Source: an optimization exercise on an open RTL-to-GDS flow (aim: small area). Production flows keep margins and buffers that such runs may drop.
Function was checked by simulation only, so behaviour that the tests miss may differ from the original.
Power figures rest on the tool's default switching activity, not on a simulated workload.

==> flow/design.v <==
module exp_shifter_gen2 (
   input  logic        clk,
   input  logic        sync_reset,
   input  logic        s_axis_tvalid,
   input  logic [31:0] s_axis_tdata,
   input  logic [23:0] s_axis_tuser,
   input  logic        s_axis_tlast,
   output logic        s_axis_tready,
   input  logic [3:0]  avg_shift,
   input  logic        bypass,
   input  logic        sat_clear,
   output logic        sat_flag,
   output logic        eob_tag,
   output logic        m_axis_tvalid,
   output logic [31:0] m_axis_tdata,
   output logic [23:0] m_axis_tuser,
   output logic        m_axis_tlast,
   input  logic        m_axis_tready
);
   localparam int DEPTH  = 48;
   localparam int BEAT_W = 57;
   logic [DEPTH-1:0][BEAT_W-1:0] q_mem;
   logic [5:0]  held_q;         
   logic [1:0]  fly_q;          
   logic [12:0] avg_q;
   logic        first_q;
   logic [3:0]  amt_q;          
   logic [1:0]  sat_q;
   logic        vld_q;          
   logic        full_q, full_h_q;   
   logic        sat_flag_q;
   logic        take, rd, out_vld, blk_start;
   logic [5:0]  held_d;
   logic [2:0]  fly_d;
   logic [1:0]  n_fly_d;
   logic [4:0]  e, afl;
   logic [6:0]  t;
   logic [3:0]  amt_new, amt;
   logic [3:0]  ash;
   logic signed [14:0] diff, delta;
   logic [12:0] avg_new;
   logic [1:0]  lsat;
   logic [31:0] sdata;
   logic [BEAT_W-1:0] head;
   assign s_axis_tready = ~full_q;
   assign take      = s_axis_tvalid & s_axis_tready;
   assign out_vld   = vld_q;
   assign rd        = out_vld & m_axis_tready;
   assign held_d    = held_q + 6'(take) - 6'(rd);
   assign fly_d     = {fly_q, take};      
   assign n_fly_d   = {1'b0, fly_d[0]} + {1'b0, fly_d[1]} + {1'b0, fly_d[2]};
   assign blk_start = (s_axis_tuser[10:0] == 11'd0);
   assign e         = s_axis_tuser[20:16];
   assign afl       = avg_q[12:8];
   always_comb begin
      t = 7'd9 + {2'b0, afl} - {2'b0, e};
      if (t[6])              amt_new = 4'd0;
      else if (t > 7'd14)    amt_new = 4'd14;
      else                   amt_new = t[3:0];
      if (first_q)           amt_new = 4'd9;
      if (bypass)            amt_new = 4'd7;
      amt = blk_start ? amt_new : amt_q;
   end
   always_comb begin
      ash     = (avg_shift > 4'd8) ? 4'd8 : avg_shift;
      diff    = $signed({2'b00, e, 8'h00}) - $signed({2'b00, avg_q});
      delta   = diff >>> ash;
      avg_new = first_q ? {e, 8'h00} : 13'(avg_q + delta);
   end
   for (genvar g = 0; g < 2; g++) begin : g_lane
      logic [15:0]        x;
      logic [2:0]         ls, rs;
      logic signed [22:0] lw;
      logic signed [16:0] rw;
      logic [16:0]        rr;
      assign x  = s_axis_tdata[16*g +: 16];
      assign ls = 3'(4'd7 - amt);
      assign rs = 3'(amt - 4'd8);
      assign lw = $signed({{7{x[15]}}, x}) <<< ls;
      assign rw = $signed({x[15], x}) >>> rs;
      assign rr = rw + 17'd1;
      assign lsat[g] = ~amt[3] & ~((&lw[22:15]) | ~(|lw[22:15]));
      assign sdata[16*g +: 16] = amt[3]  ? rr[16:1] :
                                 lsat[g] ? {x[15], {15{~x[15]}}} : lw[15:0];
   end
   logic [DEPTH-1:0] rsel;
   logic [15:0][BEAT_W-1:0] g3;
   logic [3:0][BEAT_W-1:0]  g12;
   always_comb begin
      for (int i = 0; i < DEPTH; i++) rsel[i] = out_vld & (held_q == 6'(i + 1));
      for (int g = 0; g < 16; g++)
         g3[g] = ({BEAT_W{rsel[3*g]}} & q_mem[3*g]) | ({BEAT_W{rsel[3*g+1]}} & q_mem[3*g+1])
               | ({BEAT_W{rsel[3*g+2]}} & q_mem[3*g+2]);
      for (int g = 0; g < 4; g++) g12[g] = g3[4*g] | g3[4*g+1] | g3[4*g+2] | g3[4*g+3];
      head = g12[0] | g12[1] | g12[2] | g12[3];
   end
   assign m_axis_tvalid = out_vld;
   assign m_axis_tdata  = head[56:25];
   assign m_axis_tuser  = head[24:1];
   assign m_axis_tlast  = head[0];
   assign eob_tag       = head[24];
   assign sat_flag      = sat_flag_q;
   logic hold;
   logic [DEPTH-1:0][BEAT_W-1:0] q_shift;
   assign hold    = ~s_axis_tvalid | full_h_q;
   assign q_shift = {q_mem[DEPTH-2:0], {sdata, s_axis_tuser, s_axis_tlast}};
   always_ff @(posedge clk) begin
      q_mem <= ({(DEPTH*BEAT_W){take}} & q_shift) | ({(DEPTH*BEAT_W){hold}} & q_mem);
   end
   always_ff @(posedge clk or posedge sync_reset) begin
      if (sync_reset) begin
         held_q     <= '0;
         vld_q      <= 1'b0;
         full_q     <= 1'b0;
         full_h_q   <= 1'b0;
         fly_q      <= '0;
         avg_q      <= '0;
         first_q    <= 1'b1;
         amt_q      <= 4'd7;
         sat_q      <= '0;
         sat_flag_q <= 1'b0;
      end else begin
         held_q     <= held_d;
         full_q     <= (held_d == 6'd48);
         full_h_q   <= held_d[5] & held_d[4];
         vld_q      <= (held_d != {4'b0, n_fly_d});
         fly_q      <= fly_d[1:0];
         sat_q      <= {sat_q[0], take & (|lsat)};
         sat_flag_q <= (sat_flag_q & ~sat_clear) | sat_q[1];
         if (take & blk_start) begin
            avg_q   <= avg_new;
            first_q <= 1'b0;
            amt_q   <= amt_new;
         end
      end
   end
endmodule
export LEC_CHECK = 0
export CAP_MARGIN = 20
export CORE_MARGIN = 2
export CORE_UTILIZATION = 72
export SLEW_MARGIN = 20
create_clock -name core_clock -period 7.0 [get_ports {clk}]
standard.sh (not shown) runs the stock make flow with config.mk's settings and CLKGATE_MAP_FILE= SYNTH_SCRIPT=/design/flow/synth_recipe.tcl, a recipe that flattens the netlist after the stock synthesis.
==> flow/flow/run.sh <==
#!/bin/bash
# Layout flow: the standard flow (standard.sh), with two changes:
#  - synthesis is the standard flow's own script, except that ABC maps the logic with an
#    area-oriented script (flow/area.abc) instead of ORFS's speed script; the
#    flip-flops, their cells and names are untouched (ABC only maps logic);
#  - port buffers use the smallest buffer, and CTS settings come from CTS_ARGS.
set -euo pipefail
W=$(pwd)
F=$W/flow
{
cat <<EOT
proc abc {args} {
  set i [lsearch -exact \$args -script]
  if {\$i >= 0} { set args [lreplace \$args [expr {\$i+1}] [expr {\$i+1}] $F/area.abc] }
  yosys abc {*}\$args
}
EOT
cat "$W/synth_recipe.tcl"
} > "$W/area_synth.tcl"
sed "s|$W/synth_recipe.tcl|$W/area_synth.tcl|g" "$W/standard.sh" > "$W/area_standard.sh"
grep -q "area_synth.tcl" "$W/area_standard.sh"
if [[ -f "$F/env.sh" ]]; then source "$F/env.sh"; fi
bash "$W/area_standard.sh" > "$W/flow.log" 2>&1
==> flow/flow/area.abc <==
&get -n
&st
&synch2
&nf -a -R 1000
&put
==> flow/flow/env.sh <==
export BUFFER_PORTS_ARGS="-buffer_cell sky130_fd_sc_hd__buf_1"
export CTS_ARGS="-sink_clustering_enable -repair_clock_nets -sink_clustering_size 24 -sink_clustering_max_diameter 80 -dont_use_dummy_load"
The baseline finished clean.
==> next run, changes <==
==> flow/flow/env.sh (replaced) <==
export BUFFER_PORTS_ARGS="-buffer_cell sky130_fd_sc_hd__buf_1"
export CTS_ARGS="-sink_clustering_enable -repair_clock_nets -sink_clustering_size 14 -sink_clustering_max_diameter 40 -sink_clustering_buffer sky130_fd_sc_hd__clkbuf_8 -dont_use_dummy_load"
Total power increases by 2.6%. Worst hold slack gets better by 3.3 ps. Area after synthesis stays the same.
==> next run, changes <==
==> flow/flow/env.sh (replaced) <==
export BUFFER_PORTS_ARGS="-buffer_cell sky130_fd_sc_hd__buf_1"
export CTS_ARGS="-sink_clustering_enable -repair_clock_nets -sink_clustering_size 24 -sink_clustering_max_diameter 80 -dont_use_dummy_load"
--- a/flow/config.mk
+++ b/flow/config.mk
@@ -9,3 +9,3 @@
 export CORE_MARGIN = 2
-export CORE_UTILIZATION = 72
+export CORE_UTILIZATION = 66
 export SLEW_MARGIN = 20
After rerunning: Total power fell by about 2.8%; register-to-register slack gets better by 80 ps; fmax rose by 1.8%; via count fell by 2.4%; worst hold slack hardly moves; first-iteration DRC count fell by about 10%; worst setup slack gets better by 110 ps; design area fell by about 0.7%.

[static timing again, ports no longer ideal]
No port has a modelled driver above. Below, the same layouts with a new extraction and two added sets of constraints.
Step 1: set_driving_cell puts a clkbuf_16 on clk and a buf_2 on each other input, an assumption about the parent block.
Step 2 also shifts input and output timing later by t, the mid clock arrival at the registers, as if the neighbouring blocks saw the same clock.
Slacks: no drivers / after step 1 / after step 2; pairs: no drivers / after step 1.
run | t, ns | setup slack, ns | worst setup path at the end | worst data-port slew with drivers (ns)
the first run | 0.850 | 0.755 / 0.665 / 0.228 | input to register | 0.08
the second run | 0.934 | 0.622 / 0.534 / 0.225 | input to register | 0.08
the third run | 0.850 | 0.732 / 0.646 / 0.282 | input to register | 0.07
After both steps setup and hold are still met in every run listed. For the first run, which loses most, drivers alone change the setup slack by -0.090 ns; drivers and shift together by -0.527 ns.
